Background: an optimization exercise with open tools, aiming at small area and a short achievable clock period. Do not read the settings as production practice. In this exercise RTL edits were held to simulation tests only and were not proved equivalent to the original. Power figures rest on the tool's default switching activity, not on a simulated workload.

==> flow/run.sh <==
#!/bin/bash
# synth_recipe.tcl (not shown) runs the flow's synth.tcl, then flattens the netlist and writes it again
# the make line also repeats each setting of config.mk as NAME=value (left out here)
make -C /OpenROAD-flow-scripts/flow DESIGN_CONFIG=/design/flow/config.mk WORK_HOME=/design/flow/orfs CLKGATE_MAP_FILE= SYNTH_SCRIPT=/design/flow/synth_recipe.tcl finish
==> flow/config.mk <==
export PLATFORM = sky130hd
export DESIGN_NAME = trn_rx_tlp_buffer
export DESIGN_NICKNAME = trn_rx_tlp_buffer
export VERILOG_FILES = /design/flow/design.v
export SDC_FILE = /design/flow/constraint.sdc
export NUM_CORES = 4
export LEC_CHECK = 0
export CAP_MARGIN = 20
export CORE_MARGIN = 2
export CORE_UTILIZATION = 45
export PLACE_DENSITY = 0.6
export SLEW_MARGIN = 20
==> flow/constraint.sdc <==
create_clock -name core_clock -period 4.0 [get_ports {trn_clk}]
set_input_delay 0.8000 -clock core_clock [delete_from_list [all_inputs] [get_ports {trn_clk}]]
set_output_delay 0.8000 -clock core_clock [all_outputs]
set_load 0.01 [all_outputs]
==> flow/design.v <==
package trn_rx_tlp_buffer_pkg;
  localparam int BEAT_W = 74;
  typedef struct packed {
    logic [6:0]  bar_hit_n;
    logic        errfwd;
    logic        eof;
    logic        rem_n;
    logic [63:0] data;
  } beat_t;
  typedef enum logic [1:0] {
    ST_IDLE = 2'd0,
    ST_PKT  = 2'd1,
    ST_DROP = 2'd2
  } rx_state_e;
endpackage
module trn_rx_tlp_buffer_ram #(
  parameter int DEPTH_LOG2 = 5,
  parameter int WIDTH      = 74
) (
  input  logic                  clk,
  input  logic                  wr_en,
  input  logic [DEPTH_LOG2-1:0] wr_addr,
  input  logic [WIDTH-1:0]      wr_dat,
  input  logic                  rd_en,
  input  logic [DEPTH_LOG2-1:0] rd_addr,
  output logic [WIDTH-1:0]      rd_dat
);
  logic [WIDTH-1:0] mem_q [2**DEPTH_LOG2];
  logic [WIDTH-1:0] rd_dat_q;
  always_ff @(posedge clk) begin
    if (wr_en) mem_q[wr_addr] <= wr_dat;
    if (rd_en) rd_dat_q <= mem_q[rd_addr];
  end
  assign rd_dat = rd_dat_q;
endmodule
module trn_rx_tlp_buffer #(
  parameter int DEPTH_LOG2 = 5
) (
  input  logic                 trn_clk,
  input  logic                 trn_reset_n,
  input  logic                 trn_lnk_up_n,
  input  logic [63:0]          trn_rd,
  input  logic                 trn_rrem_n,
  input  logic                 trn_rsof_n,
  input  logic                 trn_reof_n,
  input  logic                 trn_rsrc_rdy_n,
  input  logic                 trn_rsrc_dsc_n,
  input  logic                 trn_rerrfwd_n,
  input  logic [6:0]           trn_rbar_hit_n,
  output logic                 trn_rdst_rdy_n,
  output logic [63:0]          tlp_data,
  output logic                 tlp_sof,
  output logic                 tlp_eof,
  output logic                 tlp_rem_n,
  output logic                 tlp_errfwd,
  output logic [6:0]           tlp_bar_hit_n,
  output logic                 tlp_valid,
  input  logic                 tlp_ready,
  output logic                 err_pulse
);
  localparam int PW = DEPTH_LOG2 + 1;
  localparam logic [PW-1:0] DEPTH_V  = {1'b1, {DEPTH_LOG2{1'b0}}};
  localparam logic [PW-1:0] LEN_LAST = DEPTH_V - PW'(1);
  trn_rx_tlp_buffer_pkg::rx_state_e       state_q, state_d;
  logic [PW-1:0]   wr_ptr_q, wr_ptr_d;
  logic [PW-1:0]   commit_ptr_q, commit_ptr_d;
  logic [PW-1:0]   rd_ptr_q, rd_ptr_d;        
  logic [PW-1:0]   fetch_ptr_q, fetch_ptr_d;  
  logic            rdst_rdy_n_q, rdst_rdy_n_d;
  logic            err_q, err_d;
  logic [6:0]      bar_q, bar_d;
  logic            s1_vld_q, s1_vld_d;        
  logic            out_first_q, out_first_d;  
  logic            tlp_valid_q, tlp_valid_d;
  logic            tlp_sof_q, tlp_sof_d;
  trn_rx_tlp_buffer_pkg::beat_t           tlp_beat_q, tlp_beat_d;
  logic            beat, sof, eof, dsc, len_hit;
  logic [PW-1:0]   pkt_len, used_next;
  logic            wr_en, rd_en, s2_take, xfer;
  logic [DEPTH_LOG2-1:0] wr_addr;
  trn_rx_tlp_buffer_pkg::beat_t           wr_beat, ram_beat;
  assign beat    = ~trn_rsrc_rdy_n & ~rdst_rdy_n_q & ~trn_lnk_up_n;
  assign sof     = ~trn_rsof_n;
  assign eof     = ~trn_reof_n;
  assign dsc     = ~trn_rsrc_dsc_n;
  assign pkt_len = wr_ptr_q - commit_ptr_q;
  assign len_hit = (pkt_len == LEN_LAST);
  always_comb begin
    wr_beat           = '0;
    wr_beat.data      = trn_rd;
    wr_beat.rem_n     = trn_rrem_n;
    wr_beat.eof       = eof;
    wr_beat.errfwd    = ~trn_rerrfwd_n;
    wr_beat.bar_hit_n = sof ? trn_rbar_hit_n : bar_q;
  end
  always_ff @(posedge trn_clk) begin
    if (!trn_reset_n) state_q <= trn_rx_tlp_buffer_pkg::ST_IDLE;
    else              state_q <= state_d;
  end
  always_comb begin
    state_d = state_q;
    if (trn_lnk_up_n) begin
      state_d = trn_rx_tlp_buffer_pkg::ST_IDLE;
    end else begin
      case (state_q)
        trn_rx_tlp_buffer_pkg::ST_IDLE: if (beat && sof && !eof) state_d = trn_rx_tlp_buffer_pkg::ST_PKT;
        trn_rx_tlp_buffer_pkg::ST_PKT: begin
          if (dsc) begin
            state_d = trn_rx_tlp_buffer_pkg::ST_IDLE;
          end else if (beat) begin
            if (eof)                 state_d = trn_rx_tlp_buffer_pkg::ST_IDLE;
            else if (!sof && len_hit) state_d = trn_rx_tlp_buffer_pkg::ST_DROP;
          end
        end
        trn_rx_tlp_buffer_pkg::ST_DROP: if (dsc || (beat && eof)) state_d = trn_rx_tlp_buffer_pkg::ST_IDLE;
        default: state_d = trn_rx_tlp_buffer_pkg::ST_IDLE;
      endcase
    end
  end
  always_comb begin
    wr_en        = 1'b0;
    wr_addr      = wr_ptr_q[DEPTH_LOG2-1:0];
    wr_ptr_d     = wr_ptr_q;
    commit_ptr_d = commit_ptr_q;
    err_d        = 1'b0;
    bar_d        = (beat && sof) ? trn_rbar_hit_n : bar_q;
    if (trn_lnk_up_n) begin
      wr_ptr_d = commit_ptr_q;
      err_d    = (state_q == trn_rx_tlp_buffer_pkg::ST_PKT);
    end else begin
      case (state_q)
        trn_rx_tlp_buffer_pkg::ST_IDLE: begin
          if (beat) begin
            if (sof) begin
              wr_en    = 1'b1;
              wr_ptr_d = wr_ptr_q + PW'(1);
              if (eof) commit_ptr_d = wr_ptr_q + PW'(1);
            end else begin
              err_d = 1'b1;
            end
          end
        end
        trn_rx_tlp_buffer_pkg::ST_PKT: begin
          if (dsc) begin
            wr_ptr_d = commit_ptr_q;
            err_d    = 1'b1;
          end else if (beat) begin
            if (sof) begin
              err_d    = 1'b1;
              wr_en    = 1'b1;
              wr_addr  = commit_ptr_q[DEPTH_LOG2-1:0];
              wr_ptr_d = commit_ptr_q + PW'(1);
              if (eof) commit_ptr_d = commit_ptr_q + PW'(1);
            end else if (eof) begin
              wr_en        = 1'b1;
              wr_ptr_d     = wr_ptr_q + PW'(1);
              commit_ptr_d = wr_ptr_q + PW'(1);
            end else if (len_hit) begin
              wr_ptr_d = commit_ptr_q;
              err_d    = 1'b1;
            end else begin
              wr_en    = 1'b1;
              wr_ptr_d = wr_ptr_q + PW'(1);
            end
          end
        end
        trn_rx_tlp_buffer_pkg::ST_DROP: if (dsc) err_d = 1'b1;
        default: ;
      endcase
    end
  end
  assign s2_take = s1_vld_q & (~tlp_valid_q | tlp_ready);
  assign xfer    = tlp_valid_q & tlp_ready;
  assign rd_en   = (fetch_ptr_q != commit_ptr_q) & (~s1_vld_q | s2_take);
  always_comb begin
    fetch_ptr_d = fetch_ptr_q;
    s1_vld_d    = s1_vld_q;
    rd_ptr_d    = rd_ptr_q;
    tlp_valid_d = tlp_valid_q;
    tlp_beat_d  = tlp_beat_q;
    tlp_sof_d   = tlp_sof_q;
    out_first_d = out_first_q;
    if (xfer) rd_ptr_d = rd_ptr_q + PW'(1);
    if (s2_take) begin
      s1_vld_d    = 1'b0;
      tlp_valid_d = 1'b1;
      tlp_beat_d  = ram_beat;
      tlp_sof_d   = out_first_q;
      out_first_d = ram_beat.eof;
    end else if (xfer) begin
      tlp_valid_d = 1'b0;
    end
    if (rd_en) begin
      fetch_ptr_d = fetch_ptr_q + PW'(1);
      s1_vld_d    = 1'b1;
    end
  end
  assign used_next    = wr_ptr_d - rd_ptr_d;
  assign rdst_rdy_n_d = (used_next == DEPTH_V) | trn_lnk_up_n;
  always_ff @(posedge trn_clk) begin
    if (!trn_reset_n) begin
      wr_ptr_q     <= '0;
      commit_ptr_q <= '0;
      rd_ptr_q     <= '0;
      fetch_ptr_q  <= '0;
      rdst_rdy_n_q <= 1'b1;
      err_q        <= 1'b0;
      bar_q        <= '0;
      s1_vld_q     <= 1'b0;
      out_first_q  <= 1'b1;
      tlp_valid_q  <= 1'b0;
      tlp_sof_q    <= 1'b0;
      tlp_beat_q   <= '0;
    end else begin
      wr_ptr_q     <= wr_ptr_d;
      commit_ptr_q <= commit_ptr_d;
      rd_ptr_q     <= rd_ptr_d;
      fetch_ptr_q  <= fetch_ptr_d;
      rdst_rdy_n_q <= rdst_rdy_n_d;
      err_q        <= err_d;
      bar_q        <= bar_d;
      s1_vld_q     <= s1_vld_d;
      out_first_q  <= out_first_d;
      tlp_valid_q  <= tlp_valid_d;
      tlp_sof_q    <= tlp_sof_d;
      tlp_beat_q   <= tlp_beat_d;
    end
  end
  trn_rx_tlp_buffer_ram #(
    .DEPTH_LOG2 (DEPTH_LOG2),
    .WIDTH      (trn_rx_tlp_buffer_pkg::BEAT_W)
  ) u_ram (
    .clk     (trn_clk),
    .wr_en   (wr_en),
    .wr_addr (wr_addr),
    .wr_dat  (wr_beat),
    .rd_en   (rd_en),
    .rd_addr (fetch_ptr_q[DEPTH_LOG2-1:0]),
    .rd_dat  (ram_beat)
  );
  assign trn_rdst_rdy_n = rdst_rdy_n_q;
  assign tlp_data       = tlp_beat_q.data;
  assign tlp_sof        = tlp_sof_q;
  assign tlp_eof        = tlp_beat_q.eof;
  assign tlp_rem_n      = tlp_beat_q.rem_n;
  assign tlp_errfwd     = tlp_beat_q.errfwd;
  assign tlp_bar_hit_n  = tlp_beat_q.bar_hit_n;
  assign tlp_valid      = tlp_valid_q;
  assign err_pulse             = err_q;
endmodule
==> out/qor.txt <==
Most used cell, CP: ha_1
Post-synth EDFFs: 2442
Vias in the first global route: 47300
Crit path max fanout: 4
HP Class: input port to flop
Sink Count: 2555
Static Leak: 35.0 nW
Top cells by area, synth: edfxtp_1 75%, mux4_2 17%, dfxtp_1 2.3%, mux2_2 0.95%, nand2_1 0.74%
Max-Cap Viols: 0
Main synth FF type: edfxtp_1
Synthesized cell area: 0.0973 sq mm
Die width: 469 um
# IOs: 159
CTS clk-pin slew, worst paths: 0.06 ns
Final Slew Violations: 0
Yosys cell types: 67
Routed vias: 46200
Clock skew: 0.0530 ns
Top-area cell type share of the netlist area: 0.754
Core Footprint: 0.215 sq mm
Via/cell ratio: 5.96
Filler Cells Inserted: 16300
Htree depth: 5
Crit path max-delay family: compound AO/OA/AOI/OAI gates
Routed WL per cell: 31.1 um
Row count: 170
Crit share post-route: 0.953
Share of cells above drive strength 1: 0.328
Register area share after synthesis: 0.777
ANT nets after route: 0
Worst IR Drop VDD: 0.536 mV
FF+latch count, synth: 2555
GPL Wtd Cong: 0.823
Buf/Inv on CP: 1
Async S/R FF share, synth: 0
Total CTS buffers: 288
Critical Path AT: 4.65 ns
Fin area: 0.115 sq mm
Crit-path max cell delay: 0.37 ns
Hold buffer count at cts: 0
FF+latch area: 0.0756 sq mm
Final Critical Period: 3.81 ns
Status: no timing/DRC/antenna violations
Post-DP Area: 0.106 sq mm
Register-to-register setup slack: 0.19 ns
Most common cell in the netlist: edfxtp_1
Max Buffers Root-to-Sink: 4
Congestion Overflow GR: 0
Fin util: 0.534
CP required: 4.84 ns
DR DRC count: 0
Starting density of the core: 0.453
Final WL: 241000 um
Gate Count Post-Synth: 4191
PwrDens: 561 mW/mm^2
Final Power: 64.3 mW
Synth Warn #: 2
Slew Limit Headroom: 0.281
Largest net degree at the start of global routing: 76
Top cell type by total area after synthesis: edfxtp_1
Setup WS post-layout: 0.189 ns
Input/output buffers: 158
Post-placement cell count: 7249
Slew @ Worst Pin: 1.08 ns
Average cell area after synthesis: 23.2 sq um
Hold_ws: 0.397 ns
First-pass GRT wire length: 348000 um
Nets: 4801
Root buffer cell: clkbuf_16
Drt first pass iters: 5
Total Routing Usage GR: 0.221
TritonCTS clock tree: yes
Area growth, synth to finish: 17.8%
CP Capture Type: flop
Final hold violations: 0
Final Non-Filler Cells: 7742
Net count after synthesis: 4287
F_max: 262 MHz
Crit-path slowest cell: or3_1
Dpl hpwl: 137000 um
Synth top cells by count: 2442 x edfxtp_1, 740 x mux4_2, 193 x nand2_1, 136 x clkbuf_1, 113 x dfxtp_1
CP Launch Type: flop
Number of DRC markers in iteration 0: 5040
Critical Setup Path Class: flop to flop
Die Ht: 469 um
Sequence of cells on the critical path: inv_1 > ha_1 > fa_2 > xor2_2 > and4bb_2 > a41oi_4 > a211o_1 > a221oi_4 > ha_1 > nor2b_1 > o21ai_1 > a21oi_2 > or3_1 > a21bo_2 > o2111ai_1
Clk latency of the worst-skew pair: 0.92 ns
Initial antenna violation count: 13
Post-Place Setup Slack: -0.256 ns
Setup TNS: 0 ns
Multi-input logic area: 0.0210 sq mm
Final setup fails: 0
Die Area: 0.220 sq mm
==> what timing repair did <==
action	4_1_cts	5_1_grt
buffers inserted	0	3
gates cloned	0	0
endpoints found under the setup margin	1	1
gates resized for setup	1	9
pin swaps	0	6
==> where the power goes <==
group / internal, mW / switching, mW
Clock: 14.8 / 10.0
Combinational: 4.60 / 4.58
Sequential: 30.0 / 0.341
==> logic make-up (layout without fill, tap and decap cells) <==
kind of cell,after synthesis,in the layout,share of synthesized area
other cells,0,6,0
mux,829,829,0.181
xor+xnor,27,27,0.00258
buf+inv,244,951,0.0105
compound gates,186,186,0.0116
simple gates,335,335,0.0149
flops,2555,2555,0.777
fa+ha+maj,15,15,0.00201
==> final timing paths <==
path                                                  start                            to  cells after the start
worst min register to register  tlp_beat_q[31]$_SDFFE_PN0P_   tlp_beat_q[31]$_SDFFE_PN0P_                      2
worst max-delay path                 wr_ptr_q[0]$_SDFF_PN0_       rdst_rdy_n_q$_SDFF_PN1_                     15
worst min-delay path                              trn_rd[5]  u_ram.mem_q[11][5]$_DFFE_PP_                      1
worst max register to register       wr_ptr_q[0]$_SDFF_PN0_       rdst_rdy_n_q$_SDFF_PN1_                     15
==> metal layers <==
| metal | part of all wire | GRT usage |
|---|---|---|
| met2 | 0.50 | 0.360 |
| met1 | 0.42 | 0.316 |
| met3 | 0.058 | 0.0347 |
| met4 | 0.022 | 0.0533 |
| met5 | 0.00024 | 0 |
==> layout by cell type (no fill, tap or decap), drive strengths merged, types with 5 or more instances in the layout <==
| master | netlist | routed |
|---|---|---|
| clkbuf | 136 | 349 |
| inv | 17 | 25 |
| nand3 | 21 | 21 |
| diode | 0 | 6 |
| dfxtp | 113 | 113 |
| o21ai | 22 | 22 |
| a211oi | 5 | 5 |
| ha | 14 | 14 |
| and3 | 6 | 6 |
| nor3 | 12 | 12 |
| clkdlybuf4s50 | 0 | 102 |
| buf | 90 | 348 |
| or3 | 6 | 6 |
| nor2b | 5 | 5 |
| xor2 | 9 | 9 |
| mux2i | 7 | 7 |
| bufinv | 0 | 21 |
| mux4 | 740 | 740 |
| mux2 | 82 | 82 |
| clkinv | 1 | 105 |
| a21oi | 103 | 103 |
| a31oi | 10 | 10 |
| o2111ai | 5 | 5 |
| nor2 | 64 | 64 |
| edfxtp | 2442 | 2442 |
| nand2 | 193 | 193 |
| xnor2 | 17 | 17 |
==> sequential cells by signal, indices dropped and copies added (netlist names) <==
signal and count:
wr_ptr_q 6, s1_vld_q 1, tlp_sof_q 1, tlp_beat_q 74, tlp_valid_q 1, u_ram.rd_dat_q 74, u_ram.mem_q 2368, bar_q 7
rd_ptr_q 6, state_q 2, err_q 1, commit_ptr_q 6, rdst_rdy_n_q 1, out_first_q 1, fetch_ptr_q 6
==> cell type report <==
| type | count | area share |
|---|---|---|
| sequential | 2555 | 0.660 |
| multi-input combinational | 1392 | 0.183 |
| clock buffer | 349 | 0.0663 |
| timing repair buffer | 450 | 0.0488 |
| tap | 2838 | 0.0310 |
| clock inverter | 134 | 0.0102 |
| inverter | 18 | 0.000633 |
| antenna | 6 | 0.000131 |

[static timing again, ports no longer ideal]
No port has a modelled driver above. Below, the same layout with a new extraction and two added sets of constraints. Step 1 assumes that a clkbuf_16 drives the clock port and a buf_2 every other input. Step 2, shift: input delay + t, output delay - t, t = (earliest + latest rising clock arrival at the registers) / 2. This alone moves slack from input paths to output paths. a / b / c = ideal / step 1 / step 2; a / b = the first two.
t (ns): 0.984
slack for setup (ns): 0.189 / 0.189 / -0.158
worst hold slack (ns): 0.397 / 0.341 / 0.451
clock arrival spread, ns: 0.062 / 0.061
worst data-port slew with drivers (ns): 0.13
With both steps, setup timing fails in this run, where it was met with ideal ports. The setup slack of this run moves by 0.000 ns with the drivers and by -0.347 ns with both steps.
